Source: an optimization exercise on an open RTL-to-GDS flow (aim: small area, a short achievable clock period and few clock cycles per item). Production flows keep margins and buffers that such runs may drop. Where RTL was checked, it was by simulation tests only, not by an equivalence proof against the original. Function not checked in runs 4 to 7: the RTL went through the layout flow alone. Power is estimated from default activity; no workload was simulated.

### design/flow/config.mk
export PLATFORM = sky130hd
export DESIGN_NAME = axil_reg_slave
export DESIGN_NICKNAME = axil_reg_slave
export VERILOG_FILES = /design/flow/design.v
export SDC_FILE = /design/flow/constraint.sdc
export NUM_CORES = 4
export LEC_CHECK = 0
export CAP_MARGIN = 20
export CORE_MARGIN = 2
export CORE_UTILIZATION = 40
export SLEW_MARGIN = 20
### design/flow/constraint.sdc
create_clock -name core_clock -period 4.0 [get_ports {ACLK}]
set_input_delay 0.8000 -clock core_clock [delete_from_list [all_inputs] [get_ports {ACLK}]]
set_output_delay 0.8000 -clock core_clock [all_outputs]
set_load 0.01 [all_outputs]
### design/flow/design.v
`timescale 1ns/1ns
`default_nettype none
package reg_bank_pkg;
    localparam logic [1:0] RESP_OKAY = 2'b00;
    localparam int BYTE_BITS  = 8;      
    localparam int WORD_SHIFT = 2;      
endpackage
`default_nettype wire
`timescale 1ns/1ns
`default_nettype none
module reg_bank #(
    parameter int ADDR_WIDTH = 6,
    parameter int DATA_WIDTH = 32
) (
    input  wire                                            ACLK,
    input  wire                                            ARESET,
    input  logic [DATA_WIDTH/reg_bank_pkg::BYTE_BITS-1:0]  wr_lane,    
    input  logic [ADDR_WIDTH-reg_bank_pkg::WORD_SHIFT-1:0] wr_index,
    input  logic [DATA_WIDTH-1:0]                          wr_data,
    input  logic [ADDR_WIDTH-reg_bank_pkg::WORD_SHIFT-1:0] rd_index,
    output logic [DATA_WIDTH-1:0]                          rd_data
);
    localparam int NUM_REGS  = 1 << (ADDR_WIDTH - reg_bank_pkg::WORD_SHIFT);
    localparam int NUM_LANES = DATA_WIDTH / reg_bank_pkg::BYTE_BITS;
    localparam int BB        = reg_bank_pkg::BYTE_BITS;
    logic [DATA_WIDTH-1:0] regs [NUM_REGS];
    always_ff @(posedge ACLK) begin
        for (int i = 0; i < NUM_REGS; i++) begin
            for (int b = 0; b < NUM_LANES; b++) begin
                if (ARESET || (wr_lane[b] && wr_index == i)) begin
                    regs[i][b*BB +: BB] <= ARESET ? '0 : wr_data[b*BB +: BB];
                end
            end
        end
    end
    always_comb begin
        rd_data = '0;
        for (int i = 0; i < NUM_REGS; i++) begin
            rd_data = rd_data | (regs[i] & {DATA_WIDTH{rd_index == i}});
        end
    end
endmodule
`default_nettype wire
`timescale 1ns/1ns
`default_nettype none
module axil_write_ctrl #(
    parameter int ADDR_WIDTH = 6,
    parameter int DATA_WIDTH = 32
) (
    input  wire                                            ACLK,
    input  wire                                            ARESET,
    input  logic [ADDR_WIDTH-1:0]                          AWADDR,
    input  logic                                           AWVALID,
    output logic                                           AWREADY,
    input  logic [DATA_WIDTH-1:0]                          WDATA,
    input  logic [DATA_WIDTH/reg_bank_pkg::BYTE_BITS-1:0]  WSTRB,
    input  logic                                           WVALID,
    output logic                                           WREADY,
    output logic [1:0]                                     BRESP,
    output logic                                           BVALID,
    input  logic                                           BREADY,
    output logic [DATA_WIDTH/reg_bank_pkg::BYTE_BITS-1:0]  wr_lane,
    output logic [ADDR_WIDTH-reg_bank_pkg::WORD_SHIFT-1:0] wr_index,
    output logic [DATA_WIDTH-1:0]                          wr_data
);
    localparam int IW = ADDR_WIDTH - reg_bank_pkg::WORD_SHIFT;
    logic          awready_q, wready_q, bvalid_q, bfull_q;
    logic          qv0, qv1;             
    logic [IW-1:0] q0, q1;               
    logic aw_hs, w_hs, b_hs;
    logic qv0_n, qv1_n, bvalid_n, bfull_n;
    assign aw_hs = AWVALID & awready_q;
    assign w_hs  = WVALID & wready_q;   
    assign b_hs  = bvalid_q & BREADY;
    always_comb begin
        qv0_n = (qv0 & ~w_hs) | qv1 | aw_hs;
        qv1_n = (qv1 & ~w_hs) | (aw_hs & qv0 & ~w_hs) | (aw_hs & qv1);
        case ({w_hs, b_hs})
            2'b10:   begin bvalid_n = 1'b1;     bfull_n = bvalid_q;          end
            2'b01:   begin bvalid_n = bfull_q;  bfull_n = 1'b0;              end
            default: begin bvalid_n = bvalid_q; bfull_n = bfull_q;           end
        endcase
    end
    always_ff @(posedge ACLK) begin
        if (ARESET) begin
            qv0       <= 1'b0;
            qv1       <= 1'b0;
            bvalid_q  <= 1'b0;
            bfull_q   <= 1'b0;
            awready_q <= 1'b1;
            wready_q  <= 1'b0;
        end else begin
            qv0       <= qv0_n;
            qv1       <= qv1_n;
            bvalid_q  <= bvalid_n;
            bfull_q   <= bfull_n;
            awready_q <= ~qv1_n;
            wready_q  <= qv0_n & ~bfull_n;
        end
    end
    always_ff @(posedge ACLK) begin
        if (w_hs || !qv0) begin
            q0 <= qv1 ? q1 : AWADDR[ADDR_WIDTH-1:reg_bank_pkg::WORD_SHIFT];
        end
        if (w_hs || !qv1) begin
            q1 <= AWADDR[ADDR_WIDTH-1:reg_bank_pkg::WORD_SHIFT];
        end
    end
    assign wr_lane  = WSTRB & {(DATA_WIDTH/reg_bank_pkg::BYTE_BITS){w_hs}};
    assign wr_index = q0;
    assign wr_data  = WDATA;
    assign AWREADY = awready_q;
    assign WREADY  = wready_q;
    assign BVALID  = bvalid_q;
    assign BRESP   = reg_bank_pkg::RESP_OKAY;
endmodule
`default_nettype wire
`timescale 1ns/1ns
`default_nettype none
module axil_read_ctrl #(
    parameter int ADDR_WIDTH = 6,
    parameter int DATA_WIDTH = 32
) (
    input  wire                                            ACLK,
    input  wire                                            ARESET,
    input  logic [ADDR_WIDTH-1:0]                          ARADDR,
    input  logic                                           ARVALID,
    output logic                                           ARREADY,
    output logic [DATA_WIDTH-1:0]                          RDATA,
    output logic [1:0]                                     RRESP,
    output logic                                           RVALID,
    input  logic                                           RREADY,
    output logic [ADDR_WIDTH-reg_bank_pkg::WORD_SHIFT-1:0] rd_index,
    input  logic [DATA_WIDTH-1:0]                          rd_data
);
    localparam int IW = ADDR_WIDTH - reg_bank_pkg::WORD_SHIFT;
    logic                  arready_q, rvalid_q;
    logic                  qv0, qv1;         
    logic [IW-1:0]         q0, q1;           
    logic [DATA_WIDTH-1:0] rdata_q;
    logic ar_hs, ld;
    logic qv0_n, qv1_n;
    assign ar_hs = ARVALID & arready_q;
    assign ld    = qv0 & (~rvalid_q | RREADY);    
    always_comb begin
        qv0_n = (qv0 & ~ld) | qv1 | ar_hs;
        qv1_n = (qv1 & ~ld) | (ar_hs & qv0 & ~ld);
    end
    always_ff @(posedge ACLK) begin
        if (ARESET) begin
            qv0       <= 1'b0;
            qv1       <= 1'b0;
            rvalid_q  <= 1'b0;
            arready_q <= 1'b1;
        end else begin
            qv0       <= qv0_n;
            qv1       <= qv1_n;
            rvalid_q  <= ld | (rvalid_q & ~RREADY);
            arready_q <= ~qv1_n;
        end
    end
    always_ff @(posedge ACLK) begin
        if (ld || !qv0) begin
            q0 <= qv1 ? q1 : ARADDR[ADDR_WIDTH-1:reg_bank_pkg::WORD_SHIFT];
        end
        if (ld || !qv1) begin
            q1 <= ARADDR[ADDR_WIDTH-1:reg_bank_pkg::WORD_SHIFT];
        end
        if (ld) begin
            rdata_q <= rd_data;
        end
    end
    assign rd_index = q0;
    assign RDATA    = rdata_q;
    assign RVALID   = rvalid_q;
    assign ARREADY  = arready_q;
    assign RRESP    = reg_bank_pkg::RESP_OKAY;
endmodule
`default_nettype wire
`timescale 1ns/1ns
`default_nettype none
module axil_reg_slave #(
    parameter int ADDR_WIDTH = 6,
    parameter int DATA_WIDTH = 32
) (
    input  wire                                            ACLK,
    input  wire                                            ARESET,
    input  logic [ADDR_WIDTH-1:0]                          AWADDR,
    input  logic                                           AWVALID,
    output logic                                           AWREADY,
    input  logic [DATA_WIDTH-1:0]                          WDATA,
    input  logic [DATA_WIDTH/reg_bank_pkg::BYTE_BITS-1:0]  WSTRB,
    input  logic                                           WVALID,
    output logic                                           WREADY,
    output logic [1:0]                                     BRESP,
    output logic                                           BVALID,
    input  logic                                           BREADY,
    input  logic [ADDR_WIDTH-1:0]                          ARADDR,
    input  logic                                           ARVALID,
    output logic                                           ARREADY,
    output logic [DATA_WIDTH-1:0]                          RDATA,
    output logic [1:0]                                     RRESP,
    output logic                                           RVALID,
    input  logic                                           RREADY
);
    logic [DATA_WIDTH/reg_bank_pkg::BYTE_BITS-1:0]  wr_lane;
    logic [ADDR_WIDTH-reg_bank_pkg::WORD_SHIFT-1:0] wr_index;
    logic [DATA_WIDTH-1:0]            wr_data;
    logic [ADDR_WIDTH-reg_bank_pkg::WORD_SHIFT-1:0] rd_index;
    logic [DATA_WIDTH-1:0]            rd_data;
    axil_write_ctrl #(
        .ADDR_WIDTH (ADDR_WIDTH),
        .DATA_WIDTH (DATA_WIDTH)
    ) u_write_ctrl (
        .ACLK     (ACLK),
        .ARESET   (ARESET),
        .AWADDR   (AWADDR),
        .AWVALID  (AWVALID),
        .AWREADY  (AWREADY),
        .WDATA    (WDATA),
        .WSTRB    (WSTRB),
        .WVALID   (WVALID),
        .WREADY   (WREADY),
        .BRESP    (BRESP),
        .BVALID   (BVALID),
        .BREADY   (BREADY),
        .wr_lane  (wr_lane),
        .wr_index (wr_index),
        .wr_data  (wr_data)
    );
    axil_read_ctrl #(
        .ADDR_WIDTH (ADDR_WIDTH),
        .DATA_WIDTH (DATA_WIDTH)
    ) u_read_ctrl (
        .ACLK     (ACLK),
        .ARESET   (ARESET),
        .ARADDR   (ARADDR),
        .ARVALID  (ARVALID),
        .ARREADY  (ARREADY),
        .RDATA    (RDATA),
        .RRESP    (RRESP),
        .RVALID   (RVALID),
        .RREADY   (RREADY),
        .rd_index (rd_index),
        .rd_data  (rd_data)
    );
    reg_bank #(
        .ADDR_WIDTH (ADDR_WIDTH),
        .DATA_WIDTH (DATA_WIDTH)
    ) u_reg_bank (
        .ACLK     (ACLK),
        .ARESET   (ARESET),
        .wr_lane  (wr_lane),
        .wr_index (wr_index),
        .wr_data  (wr_data),
        .rd_index (rd_index),
        .rd_data  (rd_data)
    );
endmodule
`default_nettype wire
### design/flow/run.sh
#!/bin/bash
# synth_recipe.tcl (not shown) runs the flow's synth.tcl, then flattens the netlist and writes it again
# the make line also repeats each setting of config.mk as NAME=value (left out here)
make -C /OpenROAD-flow-scripts/flow DESIGN_CONFIG=/design/flow/config.mk WORK_HOME=/design/flow/orfs CLKGATE_MAP_FILE= SYNTH_SCRIPT=/design/flow/synth_recipe.tcl finish
==> impl_metrics.json, run 1 <==
{
  "status": "complete, no violations",
  "drt-wirelength-per-cell_um": 25.1,
  "worstSetupPathType": "flip-flop to flip-flop",
  "worstReg2RegStart": "u_read_ctrl.q0[1]",
  "clock_path_buffers": 3,
  "cpMaxStageDelayCell": "edfxtp_1",
  "min_path_type": "flip-flop to flip-flop",
  "synth_seq_area_share_pct": 77.5,
  "synth_ff_type": "edfxtp_1",
  "p_leak_uw": 0.00889,
  "slowest_delay_ns": 1.05,
  "required_ns": 4.48,
  "syn_inst": 1307,
  "path_cells": "nor2b_2 -> buf_4 -> a22oi_1 -> o22ai_1 -> a211o_1",
  "end_kind": "flip-flop",
  "placed_cells": 2062,
  "postCtsHoldBufs": 0,
  "cts_buffers": 56,
  "fin_skew_ns": 0.0238,
  "htreeDepth": 2,
  "yosys-top-cells-area": "edfxtp_1 (77%), a22oi_1 (5.4%), a221oi_1 (2.5%), mux2_2 (2.1%), a21o_1 (1.5%)",
  "die_y_um": 238,
  "die_w_um": 238,
  "regToRegSetupSlack_ns": 0.80,
  "fin_nets": 1481,
  "areaGrowthSynthToFinish_pct": 16.0,
  "reg2reg_depth": 5,
  "first_pass_iters": 6,
  "cp-start-kind": "flip-flop",
  "setup_violations": 0,
  "grt_overflow": 0,
  "rsz0062_at_grt": "no",
  "clock_latency_ns": 0.61,
  "cts_tree": "built",
  "grt_pass1_vias": 12200,
  "rr_endpoint": "u_read_ctrl.rdata_q[1]",
  "die-area_um2": 56800,
  "pin_count": 96,
  "post-cts-setup-buffers": 0,
  "io_buffers": 87,
  "place_ws_ns": 0.784,
  "seqPwrFrac_pct": 53.8,
  "p_per_area_nw_per_um2": 522,
  "synth_cell_types": 41,
  "drc_errors": 0,
  "grt_usage_pct": 19.0,
  "fin_cells": 2163,
  "fin_crit_ns": 3.20,
  "crit_start": "u_read_ctrl.q0[1]",
  "ys_seq_elements": 570,
  "insertedDiodeCount": 0,
  "max_cap_viol_count": 0,
  "postLayoutCoreUtil_pct": 47.2,
  "synth.avg_cell_area_um2": 16.8,
  "grt_max_degree": 65,
  "syn_area_um2": 22000,
  "async_flop_share_pct": 0,
  "via_per_inst": 5.66,
  "clock-sinks": 570,
  "antenna_found_initial": 1,
  "final_cell_mix": "edfxtp_1 (560), a22oi_1 (159), clkdlybuf4s50_1 (86)",
  "intPower_uw": 10200,
  "clockRootBuffer": "clkbuf_16",
  "clkPwrFrac_pct": 37.0,
  "drv_slew": 0,
  "combPwrFrac_pct": 9.2,
  "vdd_ir_drop_max_mv": 0.336,
  "gp_congestion": 0.802,
  "core_um2": 54000,
  "max_freq_mhz": 313,
  "tns_ns": 0,
  "row_count": 85,
  "yosysTopAreaCell": "edfxtp_1",
  "cts_resized": 0,
  "switching_power_uw": 3090,
  "hold-worst-slack_ns": 0.527,
  "worst_slew_pin_slew_ns": 1.16,
  "grt_pass1_wl_um": 79000,
  "synth_edf_count": 560,
  "mostFrequentLayoutCell": "edfxtp_1",
  "vias": 12200,
  "clk_pin_slew_ns": 0.06,
  "start_util_pct": 40.7,
  "max_slew_margin_pct": 21.8,
  "crit_path_end": "u_read_ctrl.rdata_q[1]",
  "dp_hpwl_um": 34600,
  "finalHoldViolCount": 0,
  "timing.final.crit_share_pct": 80.0,
  "worstPathArrival_ns": 3.67,
  "first_iter_violations": 1283,
  "yosysWarnings": 4,
  "drtAntennaViolNets": 0,
  "worst-path-max-fanout": 19,
  "routed_wl_um": 54200,
  "swShare_pct": 23.2,
  "drive_gt1_share_pct": 14.2,
  "setup_slack_ns": 0.802,
  "synth_top_area_share_pct": 76.6
}
[cell usage after synthesis (5+ instances only)]
master,instances
a21o_1,44
buf_6,13
mux2_2,40
a21oi_1,39
and3_1,5
a22oi_1,159
edfxtp_1,560
inv_1,6
o22ai_1,32
buf_2,32
nor2b_1,38
nand2_1,46
nor2_1,42
o21bai_1,20
nand3_1,32
dfxtp_1,10
a221oi_1,63
buf_4,5
a211o_1,32
nand2b_1,6
clkbuf_1,49
nor3_1,6
[state kept, by name, indices dropped and copies added, names as in the netlist]
| signal | flops |
|---|---|
| u_reg_bank.regs | 512 |
| u_read_ctrl.rdata_q | 32 |
| u_read_ctrl.q0 | 4 |
| u_read_ctrl.q1 | 4 |
| u_write_ctrl.q0 | 4 |
| u_write_ctrl.q1 | 4 |
| u_read_ctrl.arready_q | 1 |
| u_read_ctrl.qv0 | 1 |
| u_read_ctrl.qv1 | 1 |
| u_read_ctrl.rvalid_q | 1 |
| u_write_ctrl.awready_q | 1 |
| u_write_ctrl.bfull_q | 1 |
| u_write_ctrl.bvalid_q | 1 |
| u_write_ctrl.qv0 | 1 |
| u_write_ctrl.qv1 | 1 |
| u_write_ctrl.wready_q | 1 |
[cell families after synthesis]
kind of cell	after synthesis	share of synthesized area, %
AOI/OAI and AO/OA	394	13.4
adders and majority gates	2	0.114
buffers and inverters	107	2.54
DFF	570	77.5
muxes	41	2.10
other	1	0.0171
and+or+nand+nor	192	4.36
[routing by layer]
layer,up-vias,part of all wire (%),track usage (%)
met3,91,7.6,3.96
met5,-,0,0
met4,0,2.5,6.33
li1,5522,-,-
met2,491,48,31.0
met1,6142,42,25.6
[power groups by stage]
stage / logic, uW / registers (uW) / clock network [uW]
detailed placement: 1220 / 7280 / 0
global placement: 1210 / 7270 / 0
floorplan: 701 / 7250 / 0
CTS: 1230 / 7160 / 5010
global route: 1310 / 7190 / 5220
finish: 1220 / 7160 / 4930
[area by class of cell]
class / instances / area [um2]
clock buffers: 71 / 1500
multi-input cells: 633 / 4460
flip-flops and latches: 570 / 17000
well taps: 696 / 871
inverters: 6 / 22.5
clock inverters: 30 / 201
fillers: 4542 / 28600
repair buffers: 157 / 1410
[stage by stage]
step	cell area, um2	power (uW)
floorplan	22000	7950
global placement	23800	8480
detailed placement	23800	8510
CTS	25500	13400
global route	25500	13700
finish	25500	13300
[worst min path at each step]
stage,end,slack [ns],cells after the start,start
floorplan,u_write_ctrl.bfull_q,0.47,2,u_write_ctrl.bfull_q
detailed placement,u_write_ctrl.bfull_q,0.50,2,u_write_ctrl.bfull_q
finish,u_write_ctrl.bfull_q,0.53,2,u_write_ctrl.bfull_q
global route,u_read_ctrl.rvalid_q,0.54,2,u_read_ctrl.qv0
global placement,u_write_ctrl.bfull_q,0.49,2,u_write_ctrl.bfull_q
CTS,u_write_ctrl.bfull_q,0.52,2,u_write_ctrl.bfull_q
[worst max-delay path: cells and delay by family (launching register included)]
kind            cells  cell delay, ns
flops               1            1.05
simple gates        1            1.00
compound gates      3            0.63
buf+inv             1            0.38
Testbench counts, summed over its fixed seeds: cycles 3,216, items 6,400.
==> inputs of run 2 (changes only) <==
--- a/design/flow/config.mk
+++ b/design/flow/config.mk
@@ -9,3 +9,4 @@
 export CORE_MARGIN = 2
 export CORE_UTILIZATION = 40
+export SETUP_SLACK_MARGIN = 1.5
 export SLEW_MARGIN = 20
==> impl_metrics.json, run 2 <==
{
  "start_util_pct": 40.7,
  "ys_seq_elements": 570,
  "path_cells": "clkdlybuf4s50_1 -> nand2_1 -> inv_1 -> nand2_1 -> o21bai_2",
  "worst_slew_pin_slew_ns": 1.06,
  "synth_top_area_share_pct": 76.6,
  "reg.largest.list": "u_reg_bank.regs (512), u_read_ctrl.rdata_q (32)",
  "syn_inst": 1307,
  "htreeDepth": 2,
  "cts_buffers": 57,
  "synth_cell_types": 41,
  "hold_start": "u_write_ctrl.bfull_q",
  "worst-path-max-fanout": 8,
  "postCtsHoldBufs": 0,
  "regMostFlops": "u_reg_bank.regs",
  "setup_violations": 0,
  "end_kind": "flip-flop",
  "async_flop_share_pct": 0,
  "clock_path_buffers": 3,
  "max_cap_viol_count": 0,
  "p_leak_uw": 0.00914,
  "yosysTopAreaCell": "edfxtp_1",
  "synth_most_common_cell": "edfxtp_1",
  "syn_area_um2": 22000,
  "via_per_inst": 5.66,
  "drt-wirelength-per-cell_um": 24.8,
  "holdPathStages": 2,
  "synth_seq_area_share_pct": 77.5,
  "die-area_um2": 56800,
  "cts_tree": "built",
  "crit_top_cell": "nand2_1",
  "fin_crit_ns": 2.39,
  "drv_slew": 0,
  "clock-sinks": 570,
  "worstSetupPathType": "primary input to flip-flop",
  "rsz0062_at_grt": "no",
  "fin_skew_ns": 0.0239,
  "reg2reg_depth": 3,
  "drtAntennaViolNets": 0,
  "cpMaxStageDelayCell": "clkdlybuf4s50_1",
  "grt_pass1_vias": 12400,
  "rr_endpoint": "u_reg_bank.regs[4][26]",
  "vdd_ir_drop_max_mv": 0.317,
  "synth.avg_cell_area_um2": 16.8,
  "min_path_type": "flip-flop to flip-flop",
  "required_ns": 4.28,
  "total_power_uw": 13900,
  "first_iter_violations": 1216,
  "first_pass_iters": 5,
  "clock_latency_ns": 0.63,
  "vias": 12400,
  "yosysWarnings": 4,
  "grt_max_degree": 83,
  "timing.final.crit_share_pct": 59.7,
  "slowest_delay_ns": 0.66,
  "areaGrowthSynthToFinish_pct": 18.2,
  "hold_end": "u_write_ctrl.bfull_q",
  "antenna_found_initial": 0,
  "synth_edf_count": 560,
  "row_count": 85,
  "regToRegSetupSlack_ns": 1.62,
  "status": "complete, no violations",
  "die_y_um": 238,
  "cp-start-kind": "primary input",
  "mostFrequentLayoutCell": "edfxtp_1",
  "grt_pass1_wl_um": 79800,
  "netlist_top_cells_count": "edfxtp_1 (560), a22oi_1 (159), a221oi_1 (63)",
  "routed_wl_um": 54300,
  "clk_pin_slew_ns": 0.06,
  "grt_overflow": 0,
  "worstReg2RegStart": "u_write_ctrl.q0[3]",
  "grt_usage_pct": 19.3,
  "yosys-top-cells-area": "edfxtp_1 (77%), a22oi_1 (5.4%), a221oi_1 (2.5%), mux2_2 (2.1%), a21o_1 (1.5%)",
  "worstPathArrival_ns": 2.66,
  "max_freq_mhz": 419,
  "drive_gt1_share_pct": 16.8,
  "clockRootBuffer": "clkbuf_16",
  "largest_reg_flops": 512,
  "io_buffers": 87,
  "drc_errors": 0,
  "finalHoldViolCount": 0,
  "final_cell_mix": "edfxtp_1 (560), a22oi_1 (159), buf_4 (89)",
  "dp_hpwl_um": 34200,
  "p_per_area_nw_per_um2": 537,
  "core_um2": 54000,
  "max_slew_margin_pct": 29.0,
  "fin_nets": 1505,
  "insertedDiodeCount": 0,
  "gp_congestion": 0.793,
  "pin_count": 96,
  "tns_ns": 0,
  "die_w_um": 238,
  "synth_ff_type": "edfxtp_1"
}
run 2: changes by cell type in the layout (fill, tap and decap cells not counted), moves of 3 or more:
cell,before,now
clkbuf_8,2,5
nor2b_1,32,27
o21bai_2,0,4
buf_4,70,89
clkinv_1,10,13
o21bai_1,20,15
clkinv_2,14,9
clkbuf_1,12,7
bufinv_16,2,8
nor2b_2,5,10
run 2: kinds of logic (layout without fill, tap and decap cells):
group / count (synthesis) / in the layout / share of synthesized area (%)
other cells: 1 / 4 / 0.0171
buf+inv: 107 / 291 / 2.54
fa+ha+maj: 2 / 2 / 0.114
mux: 41 / 41 / 2.10
flops: 570 / 570 / 77.5
simple gates: 192 / 194 / 4.36
compound gates: 394 / 394 / 13.4
run 2: power by group:
group / switching, uW / internal (uW) / leakage, uW / total [uW]
sequential: 120 / 7020 / 0.00575 / 7140
clock: 2210 / 3290 / 0.000959 / 5510
combinational: 821 / 462 / 0.00243 / 1280
total: 3150 / 10800 / 0.00914 / 13900
run 2: area by class of cell:
| class | instances | area (um2) |
|---|---|---|
| fill | 4571 | 28100 |
| multi-input combinational | 635 | 4510 |
| sequential | 570 | 17000 |
| inverter | 6 | 22.5 |
| clock inverter | 36 | 387 |
| clock buffer | 71 | 1570 |
| timing repair buffer | 178 | 1590 |
| tap | 696 | 871 |
run 2: critical path, delay by kind of cell:
| kind | cells | cell delay [ns] |
|---|---|---|
| compound gates | 1 | 0.46 |
| buf+inv | 2 | 0.94 |
| simple gates | 2 | 0.45 |
run 2: timing repair:
item,CTS,global route
resized for setup,5,4
pin swaps,2,0
setup buffers,5,9
setup endpoints to repair,33,53
gates cloned,2,0
run 2: layer usage:
metal / share of wire [%] / GRT usage [%] / up-vias
li1: - / - / 5581
met3: 6.9 / 3.98 / 78
met5: 0 / 0 / -
met2: 48 / 30.9 / 430
met1: 43 / 26.3 / 6316
met4: 2.6 / 6.48 / 0
run 2: metrics by stage:
step / worst slack, ns / hold slack [ns] / util (%) / instances / cell area, um2
2_1_floorplan: 1.65 / 0.468 / - / 1310 / 22000
3_3_place_gp: 0.762 / 0.502 / 44.1 / 2069 / 23800
3_5_place_dp: 0.731 / 0.516 / 44.1 / 2069 / 23800
4_1_cts: 1.48 / 0.529 / 47.9 / 2183 / 25900
5_1_grt: 1.54 / 0.568 / 48.1 / 2192 / 26000
6_report: 1.61 / 0.527 / 48.1 / 2192 / 26000
run 2: worst max path at each step:
stage | start | end | slack, ns | depth (start not counted)
finish | WVALID | u_reg_bank.regs[11][7] | 1.61 | 5
global route | u_write_ctrl.q0[3] | u_reg_bank.regs[4][1] | 1.54 | 3
CTS | u_read_ctrl.q0[3] | u_read_ctrl.rdata_q[14] | 1.48 | 5
detailed placement | WVALID | u_reg_bank.regs[14][12] | 0.73 | 5
global placement | WVALID | u_reg_bank.regs[14][11] | 0.76 | 5
floorplan | RREADY | u_read_ctrl.q1[0] | 1.65 | 3
==> inputs of run 3 (changes only) <==
--- a/design/flow/config.mk
+++ b/design/flow/config.mk
@@ -9,4 +9,4 @@
 export CORE_MARGIN = 2
 export CORE_UTILIZATION = 40
-export SETUP_SLACK_MARGIN = 1.5
+export SETUP_SLACK_MARGIN = 2.2
 export SLEW_MARGIN = 20
==> impl_metrics.json, run 3 <==
{
  "status": "complete, no violations",
  "max_cap_viol_count": 0,
  "io_buffers": 87,
  "cts_buffers": 56,
  "yosysWarnings": 4,
  "reg.largest.list": "u_reg_bank.regs (512), u_read_ctrl.rdata_q (32)",
  "worst_slew_pin_slew_ns": 0.973,
  "async_flop_share_pct": 0,
  "grt_max_degree": 56,
  "cp-start-kind": "flip-flop",
  "synthSimpleGateAreaFrac_pct": 4.36,
  "worstReg2RegStart": "u_read_ctrl.q0[2]",
  "timing.final.crit_share_pct": 53.1,
  "vias": 13200,
  "multiInputGateArea_um2": 5950,
  "areaGrowthSynthToFinish_pct": 28.5,
  "die_y_um": 238,
  "drtAntennaViolNets": 0,
  "core_um2": 54000,
  "p_leak_uw": 0.00991,
  "required_ns": 4.34,
  "synth_edf_count": 560,
  "clock_latency_ns": 0.60,
  "postCtsHoldBufs": 0,
  "dp_hpwl_um": 34300,
  "routed_wl_um": 62900,
  "largest_reg_flops": 512,
  "setup_violations": 0,
  "syn_area_um2": 22000,
  "cts_tree": "built",
  "antenna_found_initial": 0,
  "die-area_um2": 56800,
  "p_per_area_nw_per_um2": 498,
  "worstSetupPathType": "flip-flop to flip-flop",
  "synthAdderAreaFrac_pct": 0.114,
  "drv_slew": 0,
  "rsz0062_at_grt": "yes",
  "start_util_pct": 40.7,
  "hold-worst-slack_ns": 0.512,
  "gp_congestion": 0.781,
  "finalHoldViolCount": 0,
  "rr_endpoint": "u_read_ctrl.rdata_q[23]",
  "fin_nets": 1557,
  "yosysTopAreaCell": "edfxtp_1",
  "grt_usage_pct": 20.9,
  "end_kind": "flip-flop",
  "die_w_um": 238,
  "clockRootBuffer": "clkbuf_16",
  "fin_skew_ns": 0.0206,
  "synth_ff_type": "edfxtp_1",
  "worst-path-max-fanout": 8,
  "clock_path_buffers": 3,
  "drive_gt1_share_pct": 34.7,
  "row_count": 85,
  "grt_overflow": 0,
  "synth_seq_area_share_pct": 77.5,
  "crit_path_end": "u_read_ctrl.rdata_q[23]",
  "synth_mux_area_share_pct": 2.10,
  "grt_pass1_wl_um": 85900,
  "worstPathArrival_ns": 2.46,
  "fin_crit_ns": 2.12,
  "min_path_type": "flip-flop to flip-flop",
  "max_freq_mhz": 471,
  "syn_inst": 1307,
  "vdd_ir_drop_max_mv": 0.309,
  "ff_latch_area_um2": 17000,
  "netlist_top_cells_count": "edfxtp_1 (560), a22oi_1 (159), a221oi_1 (63)",
  "yosys-top-cells-area": "edfxtp_1 (77%), a22oi_1 (5.4%), a221oi_1 (2.5%), mux2_2 (2.1%), a21o_1 (1.5%)",
  "reg2reg_depth": 6,
  "final_area_um2": 28200,
  "clock-sinks": 570,
  "insertedDiodeCount": 0,
  "tns_ns": 0,
  "synthXorXnorAreaFrac_pct": 0,
  "synth_most_common_cell": "edfxtp_1",
  "nFillCells": 4315,
  "mostFrequentLayoutCell": "edfxtp_1",
  "synth_top_area_share_pct": 76.6,
  "first_iter_violations": 1479,
  "regMostFlops": "u_reg_bank.regs",
  "drc_errors": 0,
  "synth_compound_area_share_pct": 13.4,
  "via_per_inst": 5.89,
  "first_pass_iters": 6,
  "placed_cell_area_um2": 24200,
  "pin_count": 96,
  "clk_pin_slew_ns": 0.06,
  "synth_cell_types": 41,
  "final_cell_mix": "edfxtp_1 (560), a22oi_1 (122), buf_4 (67)",
  "crit_start": "u_read_ctrl.q0[2]",
  "regToRegSetupSlack_ns": 1.88,
  "ys_seq_elements": 570,
  "synth_top_family_by_area": "compound AO/OA/AOI/OAI gates",
  "drt-wirelength-per-cell_um": 28.1,
  "htreeDepth": 2,
  "synth.avg_cell_area_um2": 16.8,
  "grt_pass1_vias": 12600,
  "max_slew_margin_pct": 35.0
}
run 3: cell counts after synthesis:
No cell type changed its count.
run 3: worst min-delay path by stage:
| stage | start | end | slack [ns] | depth (start not counted) |
|---|---|---|---|---|
| finish | u_write_ctrl.bfull_q | u_write_ctrl.bfull_q | 0.51 | 2 |
| global route | u_write_ctrl.bfull_q | u_write_ctrl.bfull_q | 0.56 | 2 |
| CTS | u_write_ctrl.bfull_q | u_write_ctrl.bfull_q | 0.52 | 2 |
| detailed placement | u_write_ctrl.bfull_q | u_write_ctrl.bfull_q | 0.50 | 2 |
| global placement | u_write_ctrl.bfull_q | u_write_ctrl.bfull_q | 0.50 | 2 |
| floorplan | u_write_ctrl.bfull_q | u_write_ctrl.bfull_q | 0.47 | 2 |
run 3: report_power, final:
group          switching [uW]  internal [uW]
clock network            2180           2970
registers                 138           7020
logic                    1050            696
run 3: area by class of cell:
type | count | share of cell area [%]
repair buffers | 225 | 9.11
multi-input cells | 641 | 21.1
well taps | 696 | 3.09
clock buffers | 64 | 5.15
flip-flops and latches | 570 | 60.3
clock inverters | 38 | 1.17
inverters | 6 | 0.0798
run 3: routing by layer:
layer  wire length, um  track usage (%)  share of wire [%]  vias up
met5                 0                0                  0        -
met4              1650             6.61                2.6        0
met3              5210             3.53                8.3       95
met2             30300             33.8                 48      647
met1             25700             28.9                 41     6749
li1                  -                -                  -     5697
run 3: repair_timing:
action                     in CTS  in global routing
pin swaps                      52                 55
setup buffers                  55                 14
setup endpoints to repair     732                433
gates cloned                   13                 10
gates resized for setup       315                 97
run 3: through the flow:
step	std cells	utilization (%)	worst slack (ns)	total power [uW]
3_5_place_dp	2046	44.8	0.912	8570
2_1_floorplan	1310	-	2.05	8010
3_3_place_gp	2046	44.7	0.950	8530
6_report	2240	52.2	1.88	14100
5_1_grt	2240	52.2	1.84	14500
4_1_cts	2216	50.7	1.91	13900
run 3: critical path, cell delays in order, from the launching register on:
cell and delay, ns:
edfxtp_1 0.51, buf_12 0.21, buf_6 0.12, or2_4 0.36, a221oi_2 0.22, nor2_1 0.09
a211o_1 0.33
run 3: cell families after synthesis:
logic type,after synthesis
AO/OA/AOI/OAI,394
flip-flops,570
AND/OR/NAND/NOR,192
other,1
buffers and inverters,107
multiplexers,41
adder cells (fa/ha/maj),2
==> inputs of run 4 (changes only) <==
--- a/design/flow/design.v
+++ b/design/flow/design.v
@@ -18,5 +18,5 @@
     input  logic [ADDR_WIDTH-reg_bank_pkg::WORD_SHIFT-1:0] wr_index,
     input  logic [DATA_WIDTH-1:0]                          wr_data,
-    input  logic [ADDR_WIDTH-reg_bank_pkg::WORD_SHIFT-1:0] rd_index,
+    input  logic [(1<<(ADDR_WIDTH-reg_bank_pkg::WORD_SHIFT))-1:0] rd_sel,   
     output logic [DATA_WIDTH-1:0]                          rd_data
 );
@@ -37,5 +37,5 @@
         rd_data = '0;
         for (int i = 0; i < NUM_REGS; i++) begin
-            rd_data = rd_data | (regs[i] & {DATA_WIDTH{rd_index == i}});
+            rd_data = rd_data | (regs[i] & {DATA_WIDTH{rd_sel[i]}});
         end
     end
@@ -131,5 +131,5 @@
     output logic                                           RVALID,
     input  logic                                           RREADY,
-    output logic [ADDR_WIDTH-reg_bank_pkg::WORD_SHIFT-1:0] rd_index,
+    output logic [(1<<(ADDR_WIDTH-reg_bank_pkg::WORD_SHIFT))-1:0] rd_sel,
     input  logic [DATA_WIDTH-1:0]                          rd_data
 );
@@ -139,4 +139,6 @@
     logic [IW-1:0]         q0, q1;           
     logic [DATA_WIDTH-1:0] rdata_q;
+    logic [IW-1:0]         q0_n;
+    logic [(1<<IW)-1:0]    sel_q;            
     logic ar_hs, ld;
     logic qv0_n, qv1_n;
@@ -160,7 +162,9 @@
         end
     end
-    always_ff @(posedge ACLK) begin
-        if (ld || !qv0) begin
-            q0 <= qv1 ? q1 : ARADDR[ADDR_WIDTH-1:reg_bank_pkg::WORD_SHIFT];
+    assign q0_n = (ld || !qv0) ? (qv1 ? q1 : ARADDR[ADDR_WIDTH-1:reg_bank_pkg::WORD_SHIFT]) : q0;
+    always_ff @(posedge ACLK) begin
+        q0 <= q0_n;
+        for (int i = 0; i < (1<<IW); i++) begin
+            sel_q[i] <= (q0_n == i);
         end
         if (ld || !qv1) begin
@@ -171,5 +175,5 @@
         end
     end
-    assign rd_index = q0;
+    assign rd_sel   = sel_q;
     assign RDATA    = rdata_q;
     assign RVALID   = rvalid_q;
@@ -207,5 +211,5 @@
     logic [ADDR_WIDTH-reg_bank_pkg::WORD_SHIFT-1:0] wr_index;
     logic [DATA_WIDTH-1:0]            wr_data;
-    logic [ADDR_WIDTH-reg_bank_pkg::WORD_SHIFT-1:0] rd_index;
+    logic [(1<<(ADDR_WIDTH-reg_bank_pkg::WORD_SHIFT))-1:0] rd_sel;
     logic [DATA_WIDTH-1:0]            rd_data;
     axil_write_ctrl #(
@@ -242,5 +246,5 @@
         .RVALID   (RVALID),
         .RREADY   (RREADY),
-        .rd_index (rd_index),
+        .rd_sel   (rd_sel),
         .rd_data  (rd_data)
     );
@@ -254,5 +258,5 @@
         .wr_index (wr_index),
         .wr_data  (wr_data),
-        .rd_index (rd_index),
+        .rd_sel   (rd_sel),
         .rd_data  (rd_data)
     );
==> impl_metrics.json, run 4 <==
{
  "max_freq_mhz": 513,
  "timing.final.crit_share_pct": 48.7,
  "reg2reg_depth": 6,
  "synth_top_area_share_pct": 77.7,
  "via_per_inst": 5.86,
  "worstPathArrival_ns": 1.15,
  "antenna_found_initial": 1,
  "worstSetupPathType": "flip-flop to primary output",
  "synth_cell_types": 40,
  "yosysWarnings": 4,
  "yosys-top-cells-area": "edfxtp_1 (78%), a221oi_1 (5.2%), a22o_1 (5.2%), dfxtp_1 (2.8%), a21o_1 (1.5%)",
  "areaGrowthSynthToFinish_pct": 23.5,
  "max_slew_margin_pct": 36.4,
  "synth_seq_area_share_pct": 80.5,
  "final_area_um2": 26500,
  "rsz0062_at_grt": "yes",
  "postCtsHoldBufs": 0,
  "first_iter_violations": 1121,
  "holdPathStages": 2,
  "seqPwrFrac_pct": 51.4,
  "htreeDepth": 2,
  "final_cell_mix": "edfxtp_1 (556), a22o_1 (128), a221oi_1 (123)",
  "io_buffers": 87,
  "required_ns": 3.20,
  "synth.avg_cell_area_um2": 18.6,
  "combPwrFrac_pct": 7.5,
  "mostFrequentLayoutCell": "edfxtp_1",
  "total_power_uw": 14300,
  "placed_cell_area_um2": 23500,
  "pin_count": 96,
  "insertedDiodeCount": 0,
  "syn_inst": 1156,
  "synth_ff_type": "edfxtp_1",
  "largest_reg_flops": 512,
  "critical_path.top_delay_family": "flip-flops",
  "cts_buffers": 57,
  "worst_slew_pin_slew_ns": 0.952,
  "reg.largest.list": "u_reg_bank.regs (512), u_read_ctrl.rdata_q (32), u_read_ctrl.sel_q (16)",
  "grt_pass1_vias": 12000,
  "gp_congestion": 0.753,
  "netlist_top_cells_count": "edfxtp_1 (556), a221oi_1 (128), a22o_1 (128)",
  "finalHoldViolCount": 0,
  "row_count": 84,
  "drtAntennaViolNets": 0,
  "clock_latency_ns": 0.61,
  "routed_wl_um": 55900,
  "start_util_pct": 40.6,
  "setup_violations": 0,
  "switching_power_uw": 3160,
  "vdd_ir_drop_max_mv": 0.352,
  "clockRootBuffer": "clkbuf_16",
  "drv_slew": 0,
  "first_pass_iters": 5,
  "placed_cells": 1880,
  "fin_cells": 2046,
  "cts_tree": "built",
  "p_per_area_nw_per_um2": 539,
  "fin_nets": 1366,
  "clkPwrFrac_pct": 41.1,
  "postLayoutCoreUtil_pct": 50.2,
  "max_cap_viol_count": 0,
  "p_leak_uw": 0.00921,
  "yosysTopAreaCell": "edfxtp_1",
  "end_kind": "primary output",
  "cp_num_buf_inv": 1,
  "dp_hpwl_um": 30000,
  "syn_area_um2": 21500,
  "vias": 12000,
  "clock_path_buffers": 3,
  "ys_seq_elements": 586,
  "cp-start-kind": "flip-flop",
  "slowest_delay_ns": 0.38,
  "min_path_type": "flip-flop to flip-flop",
  "status": "complete, no violations",
  "tns_ns": 0,
  "core_um2": 52900,
  "worst-path-max-fanout": 1,
  "fin_crit_ns": 1.95,
  "hold_end": "u_read_ctrl.q0[2]",
  "hold_start": "u_read_ctrl.q0[2]",
  "die_w_um": 236,
  "rr_endpoint": "u_reg_bank.regs[15][31]",
  "grt_usage_pct": 19.8,
  "die_y_um": 236,
  "cpMaxStageDelayCell": "edfxtp_1",
  "path_cells": "buf_2",
  "intPower_uw": 11100,
  "regMostFlops": "u_reg_bank.regs",
  "grt_overflow": 0,
  "drt-wirelength-per-cell_um": 27.3,
  "clock-sinks": 586,
  "worstReg2RegStart": "u_write_ctrl.q0[1]",
  "async_flop_share_pct": 0,
  "drive_gt1_share_pct": 27.2,
  "synth_most_common_cell": "edfxtp_1",
  "clk_pin_slew_ns": 0.06,
  "drc_errors": 0,
  "synth_edf_count": 556,
  "fin_skew_ns": 0.0124,
  "grt_max_degree": 66,
  "die-area_um2": 55600,
  "swShare_pct": 22.1,
  "grt_pass1_wl_um": 80500,
  "regToRegSetupSlack_ns": 2.11
}
## run 4: cell count changes after synthesis, sizes merged, moves of 29 or more
cell	change
a211o	-32
a21oi	-29
a221oi	+64
a22o	+128
a22oi	-143
buf	-45
mux2	-35
nand2	-37
nand4	+32
nor2	-34
o22ai	-32
## run 4: how the worst max path moves through the flow
stage | slack (ns) | start | cells after the start | end
2_1_floorplan | 2.04 | WVALID | 4 | u_reg_bank.regs[11][0]
3_3_place_gp | 0.79 | WVALID | 5 | u_reg_bank.regs[7][12]
3_5_place_dp | 0.75 | WVALID | 5 | u_reg_bank.regs[7][13]
4_1_cts | 2.01 | u_read_ctrl.rdata_q[1] | 1 | RDATA[1]
5_1_grt | 2.01 | u_read_ctrl.rdata_q[1] | 1 | RDATA[1]
6_report | 2.05 | u_read_ctrl.rdata_q[1] | 1 | RDATA[1]
## run 4: layout make-up
| cell class | instances | area, um2 |
|---|---|---|
| Clock buffer | 64 | 1570 |
| Tap cell | 688 | 861 |
| Sequential cell | 586 | 17300 |
| Inverter | 3 | 13.8 |
| Multi-Input combinational cell | 499 | 4700 |
| Timing Repair Buffer | 162 | 1520 |
| Clock inverter | 44 | 527 |
| Fill cell | 4229 | 26300 |
## run 4: through the flow
stage               setup slack, ns  hold WS (ns)
floorplan                      2.04         0.460
global placement              0.786         0.477
detailed placement            0.752         0.486
CTS                            2.01         0.529
global route                   2.01         0.552
finish                         2.05         0.525
## run 4: logic make-up after synthesis
group,synth area share (%)
simple gates,3.76
compound gates,13.6
flops,80.5
fa+ha+maj,0.116
other cells,0.0175
buf+inv,1.43
mux,0.582
## run 4: per-layer routing
metal / wire length (um) / GRT usage [%] / part of all wire (%) / vias to the layer above
met5: 10 / 0 / 0.018 / -
met3: 3900 / 3.54 / 7.0 / 81
li1: - / - / - / 5205
met1: 24000 / 27.6 / 43 / 6241
met4: 1360 / 6.60 / 2.4 / 2
met2: 26600 / 31.5 / 48 / 459
## run 4: repair_timing
item	in CTS	in global routing
setup endpoints to repair	940	805
buffers inserted	40	17
endpoints found under the hold margin	0	0
cloned	1	0
gates resized for setup	224	51
pin swaps	16	17
## run 4: power by group through the flow
stage	logic, uW	clock network, uW	registers, uW
after floorplan	515	0	7420
after global placement	895	0	7470
after detailed placement	907	0	7490
after CTS	1000	5950	7360
after global routing	1140	6190	7380
final	1080	5870	7350
==> inputs of run 5 (changes only) <==
--- a/design/flow/config.mk
+++ b/design/flow/config.mk
@@ -9,4 +9,4 @@
 export CORE_MARGIN = 2
 export CORE_UTILIZATION = 40
-export SETUP_SLACK_MARGIN = 2.2
+export SETUP_SLACK_MARGIN = 2.6
 export SLEW_MARGIN = 20
==> impl_metrics.json, run 5 <==
{
  "grt_usage_pct": 23.2,
  "ys_seq_elements": 586,
  "cp_num_cells": 1,
  "met3_length_um": 5310,
  "drtAntennaViolNets": 0,
  "yosysWarnings": 4,
  "grt_max_degree": 70,
  "clock-sinks": 586,
  "async_flop_share_pct": 0,
  "drc_errors": 0,
  "grt_pass1_wl_um": 91900,
  "worstPathArrival_ns": 1.17,
  "drive_gt1_share_pct": 40.2,
  "mostFrequentLayoutCell": "edfxtp_1",
  "max_freq_mhz": 507,
  "seqPwrFrac_pct": 52.4,
  "path_cells": "buf_2",
  "cts_buffers": 56,
  "max_slew_margin_pct": 62.5,
  "start_util_pct": 40.6,
  "top_layer": "met5",
  "min_path_type": "flip-flop to flip-flop",
  "critical_path.top_delay_family": "flip-flops",
  "reg.largest.list": "u_reg_bank.regs (512), u_read_ctrl.rdata_q (32), u_read_ctrl.sel_q (16)",
  "worst_slew_pin_slew_ns": 0.563,
  "final_cell_mix": "edfxtp_1 (556), a22o_1 (127), a221oi_2 (101)",
  "largest_reg_flops": 512,
  "clockRootBuffer": "clkbuf_16",
  "die_w_um": 236,
  "syn_inst": 1156,
  "end_kind": "primary output",
  "fin_crit_ns": 1.97,
  "grt_pass1_vias": 12800,
  "core_um2": 52900,
  "grt_overflow": 0,
  "syn_area_um2": 21500,
  "via_per_inst": 6.12,
  "placed_cell_area_um2": 24100,
  "die-area_um2": 55600,
  "areaGrowthSynthToFinish_pct": 34.6,
  "pin_count": 96,
  "met1_length_um": 26100,
  "fin_skew_ns": 0.0164,
  "gp_congestion": 0.750,
  "rsz0062_at_grt": "yes",
  "synth_edf_count": 556,
  "timing.final.crit_share_pct": 49.3,
  "intPower_uw": 10800,
  "status": "complete, no violations",
  "insertedDiodeCount": 0,
  "tns_ns": 0,
  "drt-wirelength-per-cell_um": 31.4,
  "finalHoldViolCount": 0,
  "postCtsHoldBufs": 0,
  "worstSetupPathType": "flip-flop to primary output",
  "cpMaxStageDelayCell": "edfxtp_1",
  "cp-start-kind": "flip-flop",
  "worst-path-max-fanout": 1,
  "routed_wl_um": 66600,
  "cp_num_buf_inv": 1,
  "die_y_um": 236,
  "max_cap_viol_count": 0,
  "yosysTopAreaCell": "edfxtp_1",
  "synth_most_common_cell": "edfxtp_1",
  "vdd_ir_drop_max_mv": 0.306,
  "setup_violations": 0,
  "holdPathStages": 2,
  "first_iter_violations": 1461,
  "synth_seq_area_share_pct": 80.5,
  "drv_slew": 0,
  "netlist_top_cells_count": "edfxtp_1 (556), a221oi_1 (128), a22o_1 (128)",
  "clkPwrFrac_pct": 37.1,
  "regMostFlops": "u_reg_bank.regs",
  "clock_latency_ns": 0.61,
  "p_per_area_nw_per_um2": 486,
  "yosys-top-cells-area": "edfxtp_1 (78%), a221oi_1 (5.2%), a22o_1 (5.2%), dfxtp_1 (2.8%), a21o_1 (1.5%)",
  "reg2reg_depth": 5,
  "slowest_delay_ns": 0.41,
  "synth_top_area_share_pct": 77.7,
  "synth_ff_type": "edfxtp_1",
  "io_buffers": 87,
  "clock_path_buffers": 3,
  "first_pass_iters": 7,
  "combPwrFrac_pct": 10.6,
  "switching_power_uw": 3260,
  "final_area_um2": 28900,
  "htreeDepth": 2,
  "fin_nets": 1449,
  "dp_hpwl_um": 29800,
  "clk_pin_slew_ns": 0.07,
  "p_leak_uw": 0.0103,
  "synth.avg_cell_area_um2": 18.6,
  "vias": 13000,
  "swShare_pct": 23.2,
  "cts_tree": "built",
  "required_ns": 3.20,
  "total_power_uw": 14000,
  "synth_cell_types": 40,
  "antenna_found_initial": 1,
  "row_count": 84,
  "routed-wl-met2_um": 32500
}
[run 5: cell count changes in the layout (fill, tap and decap cells not counted), sizes merged, moves of 3 or more]
cell           delta
clkbuf            +9
clkdlybuf4s50    -10
buf              +78
inv               -4
dlygate4sd2       +6
bufbuf            +3
bufinv            -6
[run 5: kinds of logic after synthesis]
family,share of synthesized area (%)
other cells,0.0175
buf+inv,1.43
simple gates,3.76
flops,80.5
compound gates,13.6
mux,0.582
fa+ha+maj,0.116
[run 5: power groups by stage]
stage	Sequential [uW]	Combinational [uW]	Clock (uW)
3_3_place_gp	7440	993	0
4_1_cts	7340	1380	5240
3_5_place_dp	7460	1010	0
5_1_grt	7390	1540	5460
6_report	7360	1480	5210
2_1_floorplan	7430	591	0
[run 5: through the flow]
step	hold WS [ns]	cells	util [%]	setup slack, ns
floorplan	0.460	1159	-	2.23
global placement	0.492	1881	45.5	1.25
detailed placement	0.492	1881	45.5	1.26
CTS	0.537	2102	53.8	2.01
global route	0.529	2123	54.7	2.01
finish	0.516	2123	54.7	2.03
[run 5: layout make-up]
type | instances | area (um2)
Clock inverter | 31 | 287
Clock buffer | 70 | 1500
Inverter | 3 | 37.5
Tap cell | 688 | 861
Multi-Input combinational cell | 501 | 5840
Fill cell | 3979 | 23900
Timing Repair Buffer | 244 | 3040
Sequential cell | 586 | 17400
[run 5: routing by layer]
| metal | up-vias | global-route usage [%] |
|---|---|---|
| met4 | 2 | 9.84 |
| met5 | - | 0 |
| met1 | 6832 | 30.1 |
| li1 | 5406 | - |
| met3 | 154 | 4.49 |
| met2 | 607 | 38.5 |
[run 5: repair_timing]
action	CTS	global route
cloned	22	2
buffers inserted	98	19
setup endpoints to repair	1117	696
pin swaps	99	52
resized for setup	429	59
[run 5: path summary, 6_finish.rpt]
path | from | to | slack [ns]
min reg2reg | u_read_ctrl.qv0 | u_read_ctrl.rvalid_q | 0.52
max reg2reg | u_write_ctrl.q0[3] | u_reg_bank.regs[1][15] | 2.17
max | u_read_ctrl.rdata_q[5] | RDATA[5] | 2.03
min | u_read_ctrl.qv0 | u_read_ctrl.rvalid_q | 0.52
[run 5: tightest hold or removal path: cells and delay by family (launching register included)]
kind | cells | cell delay (ns)
flops | 1 | 0.37
compound gates | 1 | 0.05
buf+inv | 1 | 0.06
==> inputs of run 6 (changes only) <==
--- a/design/flow/config.mk
+++ b/design/flow/config.mk
@@ -9,4 +9,5 @@
 export CORE_MARGIN = 2
 export CORE_UTILIZATION = 40
-export SETUP_SLACK_MARGIN = 2.6
+export CTS_BUF_LIST = sky130_fd_sc_hd__clkbuf_4 sky130_fd_sc_hd__clkbuf_8
+export SETUP_SLACK_MARGIN = 2.2
 export SLEW_MARGIN = 20
==> impl_metrics.json, run 6 <==
{
  "final_cell_mix": "edfxtp_1 (556), a22o_1 (128), a221oi_1 (124)",
  "drive_gt1_share_pct": 29.3,
  "insertedDiodeCount": 0,
  "grt_usage_pct": 20.1,
  "first_iter_violations": 1174,
  "p_leak_uw": 0.00923,
  "required_ns": 3.20,
  "synth_seq_area_share_pct": 80.5,
  "start_util_pct": 40.6,
  "clock_path_buffers": 3,
  "clock-sinks": 586,
  "max_freq_mhz": 500,
  "dp_hpwl_um": 30000,
  "critical_path.top_delay_family": "flip-flops",
  "die-area_um2": 55600,
  "ff_latch_area_um2": 17300,
  "areaGrowthSynthToFinish_pct": 22.7,
  "drtAntennaViolNets": 0,
  "row_count": 84,
  "worstSetupPathType": "flip-flop to primary output",
  "yosysTopAreaCell": "edfxtp_1",
  "tns_ns": 0,
  "clk_pin_slew_ns": 0.06,
  "worst-path-max-fanout": 1,
  "cts_buffers": 92,
  "gp_congestion": 0.753,
  "status": "complete, no violations",
  "cp-start-kind": "flip-flop",
  "core_um2": 52900,
  "fin_crit_ns": 2.00,
  "grt_pass1_wl_um": 81300,
  "end_kind": "primary output",
  "grt_max_degree": 66,
  "clockRootBuffer": "clkbuf_8",
  "syn_area_um2": 21500,
  "syn_inst": 1156,
  "synth_top_area_share_pct": 77.7,
  "setup_slack_ns": 2.00,
  "drt-wirelength-per-cell_um": 26.9,
  "max_cap_viol_count": 0,
  "path_cells": "buf_2",
  "die_w_um": 236,
  "cp_num_buf_inv": 1,
  "htreeDepth": 3,
  "routed_wl_um": 56900,
  "antenna_found_initial": 1,
  "place_ws_ns": 0.752,
  "reg.largest.list": "u_reg_bank.regs (512), u_read_ctrl.rdata_q (32), u_read_ctrl.sel_q (16)",
  "cts_tree": "built",
  "netlist_top_cells_count": "edfxtp_1 (556), a221oi_1 (128), a22o_1 (128)",
  "nFillCells": 4255,
  "timing.final.crit_share_pct": 50.0,
  "fin_skew_ns": 0.0402,
  "async_flop_share_pct": 0,
  "rsz0062_at_grt": "yes",
  "slowest_delay_ns": 0.38,
  "pin_count": 96,
  "setup_violations": 0,
  "worstPathArrival_ns": 1.20,
  "drv_slew": 0,
  "largest_reg_flops": 512,
  "cpMaxStageDelayCell": "edfxtp_1",
  "first_pass_iters": 5,
  "mostFrequentLayoutCell": "edfxtp_1",
  "yosys-top-cells-area": "edfxtp_1 (78%), a221oi_1 (5.2%), a22o_1 (5.2%), dfxtp_1 (2.8%), a21o_1 (1.5%)",
  "multiInputGateArea_um2": 4670,
  "p_per_area_nw_per_um2": 512,
  "vdd_ir_drop_max_mv": 0.269,
  "grt_pass1_vias": 12300,
  "min_path_type": "flip-flop to flip-flop",
  "synth_cell_types": 40,
  "finalHoldViolCount": 0,
  "vias": 12200,
  "ys_seq_elements": 586,
  "regMostFlops": "u_reg_bank.regs",
  "fin_nets": 1413,
  "clock_latency_ns": 0.69,
  "grt_overflow": 0,
  "die_y_um": 236,
  "via_per_inst": 5.75,
  "synth_edf_count": 556,
  "drc_errors": 0,
  "synth_most_common_cell": "edfxtp_1",
  "postCtsHoldBufs": 0,
  "synth.avg_cell_area_um2": 18.6,
  "max_slew_margin_pct": 29.5,
  "io_buffers": 87,
  "synth_ff_type": "edfxtp_1",
  "worst_slew_pin_slew_ns": 1.05,
  "yosysWarnings": 4
}
[run 6: power by group]
| part | switching [uW] | internal [uW] | leakage, uW |
|---|---|---|---|
| Clock | 2280 | 2770 | 0.000974 |
| Sequential | 178 | 7190 | 0.00588 |
| Combinational | 657 | 443 | 0.00238 |
[run 6: layout make-up]
cell class	count	area share [%]
sequential	586	65.7
multi-input combinational	500	17.7
timing repair buffer	173	6.21
clock buffer	131	6.06
tap	688	3.26
clock inverter	36	0.954
inverter	3	0.0522
[run 6: repair_timing]
item,4_1_cts,5_1_grt
gates resized for setup,210,56
buffers inserted,38,29
setup endpoints to repair,711,734
pin swaps,15,23
cloned,1,1
[run 6: cells by family after synthesis]
kind of cell	Yosys count	synth area share, %
adder cells (fa/ha/maj)	2	0.116
flip-flops	586	80.5
AND/OR/NAND/NOR	133	3.76
AO/OA/AOI/OAI	350	13.6
other	1	0.0175
multiplexers	9	0.582
buffers and inverters	75	1.43
[run 6: metal layers]
| metal | up-vias | global-route usage [%] | wire [um] |
|---|---|---|---|
| met5 | - | 0 | 10 |
| met4 | 2 | 6.72 | 1070 |
| met3 | 71 | 3.65 | 3620 |
| met2 | 469 | 32.0 | 27200 |
| met1 | 6319 | 28.0 | 24900 |
| li1 | 5318 | - | - |
[run 6: worst reg2reg max path: cells and delay by family, from the launching register on]
kind                   cells  cell delay, ns
AND/OR/NAND/NOR            1            0.26
flip-flops                 1            0.54
buffers and inverters      4            0.68
AO/OA/AOI/OAI              1            0.13
[run 6: worst paths after layout]
check,startpoint,end,slack (ns),depth (start not counted)
max,u_read_ctrl.rdata_q[1],RDATA[1],2.00,1
min,u_read_ctrl.q0[2],u_read_ctrl.q0[2],0.53,2
max reg2reg,u_write_ctrl.q0[1],u_reg_bank.regs[15][9],2.08,6
min reg2reg,u_read_ctrl.q0[2],u_read_ctrl.q0[2],0.53,2
[run 6: per-stage QoR]
stage / hold slack [ns] / power, uW / cells / utilization (%) / instance area [um2]
global placement: 0.477 / 8370 / 1880 / 44.5 / 23500
detailed placement: 0.486 / 8400 / 1880 / 44.5 / 23500
CTS: 0.528 / 13500 / 2086 / 49.0 / 25900
finish: 0.530 / 13500 / 2117 / 49.9 / 26400
floorplan: 0.460 / 7940 / 1159 / - / 22000
global route: 0.552 / 14000 / 2117 / 49.9 / 26400
==> inputs of run 7 (changes only) <==
==> design/flow/flow/run.sh (new file) <==
#!/bin/bash
# Standard layout with the ports buffered by plain buffers instead of the
# delay cell buffer_ports picks by default.
set -euo pipefail
cp config.mk own_config.mk
cat flow/extra.mk >> own_config.mk
sed 's#DESIGN_CONFIG=\([^ ]*\)/config\.mk#DESIGN_CONFIG=\1/own_config.mk#' standard.sh > own_standard.sh
grep -q own_config.mk own_standard.sh
bash own_standard.sh > standard.log 2>&1
==> design/flow/flow/extra.mk (new file) <==
export BUFFER_PORTS_ARGS = -buffer_cell sky130_fd_sc_hd__buf_2
==> design/flow/standard.sh (new file) <==
#!/bin/bash
# synth_recipe.tcl (not shown) runs the flow's synth.tcl, then flattens the netlist and writes it again
# the make line also repeats each setting of config.mk as NAME=value (left out here)
make -C /OpenROAD-flow-scripts/flow DESIGN_CONFIG=/design/flow/config.mk WORK_HOME=/design/flow/orfs CLKGATE_MAP_FILE= SYNTH_SCRIPT=/design/flow/synth_recipe.tcl "${@:-finish}"
--- a/design/flow/config.mk
+++ b/design/flow/config.mk
@@ -9,5 +9,4 @@
 export CORE_MARGIN = 2
 export CORE_UTILIZATION = 40
-export CTS_BUF_LIST = sky130_fd_sc_hd__clkbuf_4 sky130_fd_sc_hd__clkbuf_8
 export SETUP_SLACK_MARGIN = 2.2
 export SLEW_MARGIN = 20
removed: design/flow/run.sh
==> impl_metrics.json, run 7 <==
{
  "status": "complete, no violations",
  "dp_hpwl_um": 29500,
  "synth.avg_cell_area_um2": 18.6,
  "cpMaxStageDelayCell": "edfxtp_1",
  "largest_reg_flops": 512,
  "yosysWarnings": 4,
  "mostFrequentLayoutCell": "edfxtp_1",
  "vdd_ir_drop_max_mv": 0.343,
  "final_area_um2": 25900,
  "start_util_pct": 40.6,
  "drv_slew": 0,
  "via_per_inst": 5.87,
  "drc_errors": 0,
  "end_kind": "primary output",
  "cts_buffers": 57,
  "clock_latency_ns": 0.61,
  "clockRootBuffer": "clkbuf_16",
  "drt-wirelength-per-cell_um": 27.5,
  "clock_path_buffers": 3,
  "grt_max_degree": 64,
  "synth_edf_count": 556,
  "slowest_delay_ns": 0.39,
  "netlist_top_cells_count": "edfxtp_1 (556), a221oi_1 (128), a22o_1 (128)",
  "timing.final.crit_share_pct": 48.5,
  "reg.largest.list": "u_reg_bank.regs (512), u_read_ctrl.rdata_q (32), u_read_ctrl.sel_q (16)",
  "tns_ns": 0,
  "clock-sinks": 586,
  "cp_num_buf_inv": 1,
  "multiInputGateArea_um2": 4600,
  "cts_tree": "built",
  "synth_seq_area_share_pct": 80.5,
  "pin_count": 96,
  "antenna_found_initial": 3,
  "grt_overflow": 0,
  "min_path_type": "primary input to flip-flop",
  "die-area_um2": 55600,
  "p_per_area_nw_per_um2": 528,
  "final_cell_mix": "edfxtp_1 (556), a22o_1 (128), a221oi_1 (128)",
  "vias": 12000,
  "max_cap_viol_count": 0,
  "drtAntennaViolNets": 0,
  "worst-path-max-fanout": 1,
  "syn_area_um2": 21500,
  "critical_path.top_delay_family": "flip-flops",
  "ys_seq_elements": 586,
  "worst_slew_pin_slew_ns": 1.07,
  "worstSetupPathType": "flip-flop to primary output",
  "grt_usage_pct": 19.8,
  "synth_ff_type": "edfxtp_1",
  "gp_congestion": 0.766,
  "synth_top_area_share_pct": 77.7,
  "first_iter_violations": 1158,
  "placed_cell_area_um2": 23100,
  "async_flop_share_pct": 0,
  "htreeDepth": 2,
  "yosys-top-cells-area": "edfxtp_1 (78%), a221oi_1 (5.2%), a22o_1 (5.2%), dfxtp_1 (2.8%), a21o_1 (1.5%)",
  "synth_cell_types": 40,
  "grt_pass1_vias": 11800,
  "areaGrowthSynthToFinish_pct": 20.6,
  "row_count": 84,
  "p_leak_uw": 0.00906,
  "required_ns": 3.20,
  "max_slew_margin_pct": 28.4,
  "fin_skew_ns": 0.0138,
  "setup_violations": 0,
  "ff_latch_area_um2": 17300,
  "max_freq_mhz": 515,
  "regMostFlops": "u_reg_bank.regs",
  "worstPathArrival_ns": 1.14,
  "drive_gt1_share_pct": 27.1,
  "routed_wl_um": 56300,
  "synth_most_common_cell": "edfxtp_1",
  "fin_crit_ns": 1.94,
  "insertedDiodeCount": 0,
  "yosysTopAreaCell": "edfxtp_1",
  "fin_nets": 1367,
  "postCtsHoldBufs": 0,
  "syn_inst": 1156,
  "io_buffers": 87,
  "die_w_um": 236,
  "rsz0062_at_grt": "yes",
  "path_cells": "buf_2",
  "clk_pin_slew_ns": 0.06,
  "total_power_uw": 13700,
  "grt_pass1_wl_um": 80300,
  "cp-start-kind": "flip-flop",
  "finalHoldViolCount": 0,
  "die_y_um": 236,
  "core_um2": 52900,
  "first_pass_iters": 5,
  "nFillCells": 4261
}
run 7: report_power, final:
part / leakage [uW] / switching (uW) / internal, uW
Combinational: 0.00228 / 646 / 387
Clock: 0.000905 / 2220 / 3080
Sequential: 0.00588 / 174 / 7190
run 7: what timing repair did:
item,CTS,global route
gates cloned,0,1
setup endpoints to repair,846,439
gates resized for setup,66,25
pin swaps,16,15
setup buffers,40,19
run 7: final timing paths:
check	startpoint	end	slack (ns)	depth (start not counted)
setup / recovery	u_read_ctrl.rdata_q[31]	RDATA[31]	2.06	1
hold reg to reg	u_read_ctrl.q0[1]	u_read_ctrl.q0[1]	0.53	2
hold / removal	ARADDR[5]	u_read_ctrl.q1[3]	0.38	1
setup reg to reg	u_write_ctrl.q0[2]	u_reg_bank.regs[15][13]	2.15	6
run 7: cells by family (layout without fill, tap and decap cells):
kind of cell               Yosys count  count (layout)  share of synthesized area [%]
DFF                                586             586                           80.5
buffers and inverters               75             273                           1.43
other                                1               4                         0.0175
AOI/OAI and AO/OA                  350             350                           13.6
adders and majority gates            2               2                          0.116
and+or+nand+nor                    133             134                           3.76
muxes                                9               9                          0.582
run 7: final cells by class:
class	count	share of cell area (%)
timing repair buffer	163	4.86
clock inverter	27	0.883
clock buffer	80	6.28
tap	688	3.32
inverter	3	0.0579
multi-input combinational	499	17.7
sequential	586	66.9
run 7: worst reg2reg max path: stages (launching register included):
cell,delay (ns)
edfxtp_1,0.53
buf_4,0.19
buf_4,0.10
nand4_1,0.19
buf_4,0.24
o21bai_4,0.15
buf_12,0.16
run 7: metrics by stage:
step	util, %	setup WS (ns)	hold slack, ns	instances
floorplan	-	2.04	0.460	1159
global placement	43.7	1.24	0.475	1879
detailed placement	43.7	1.19	0.493	1879
CTS	48.6	2.03	0.360	2026
global route	49.0	2.03	0.367	2046
finish	49.0	2.06	0.381	2046
run 7: layer usage:
metal | GRT usage [%] | up-vias | part of all wire (%)
li1 | - | 5213 | -
met1 | 27.8 | 6188 | 42
met2 | 31.3 | 516 | 47
met3 | 4.28 | 97 | 8.7
met4 | 5.17 | 6 | 2.2
met5 | 0 | - | 0.057

-- re-timing with driven ports --
How much do the figures lean on ideal ports? The routed layouts below were timed once more, with nothing changed but the port constraints.
Step 1 assumes that a clkbuf_16 drives the clock port and a buf_2 every other input.
Step 2, shift: input delay + t, output delay - t, t = (earliest + latest rising clock arrival at the registers) / 2. This alone moves slack from input paths to output paths.
Slacks: ideal / step 1 / step 2; pairs: ideal / step 1.
run	shift t [ns]	slack for setup (ns)	worst setup path at the end	worst data-port slew with drivers (ns)	pins driven straight from the clock port
run 1	0.655	0.802 / 0.802 / 0.735	input to register	0.04	1
run 2	0.671	1.612 / 1.559 / 0.977	input to register	0.07	1
run 3	0.653	1.875 / 1.875 / 1.594	input to register	0.04	1
run 4	0.658	2.052 / 2.000 / 1.552	input to register	0.09	1
run 5	0.659	2.027 / 1.970 / 1.770	input to register	0.09	1
run 6	0.718	2.001 / 1.951 / 1.476	input to register	0.10	1
run 7	0.657	2.058 / 2.004 / 1.552	input to register	0.09	1
After both steps every run listed still meets setup and hold. The setup slack of run 2, which loses most, moves by -0.053 ns with the drivers and by -0.635 ns with both steps.
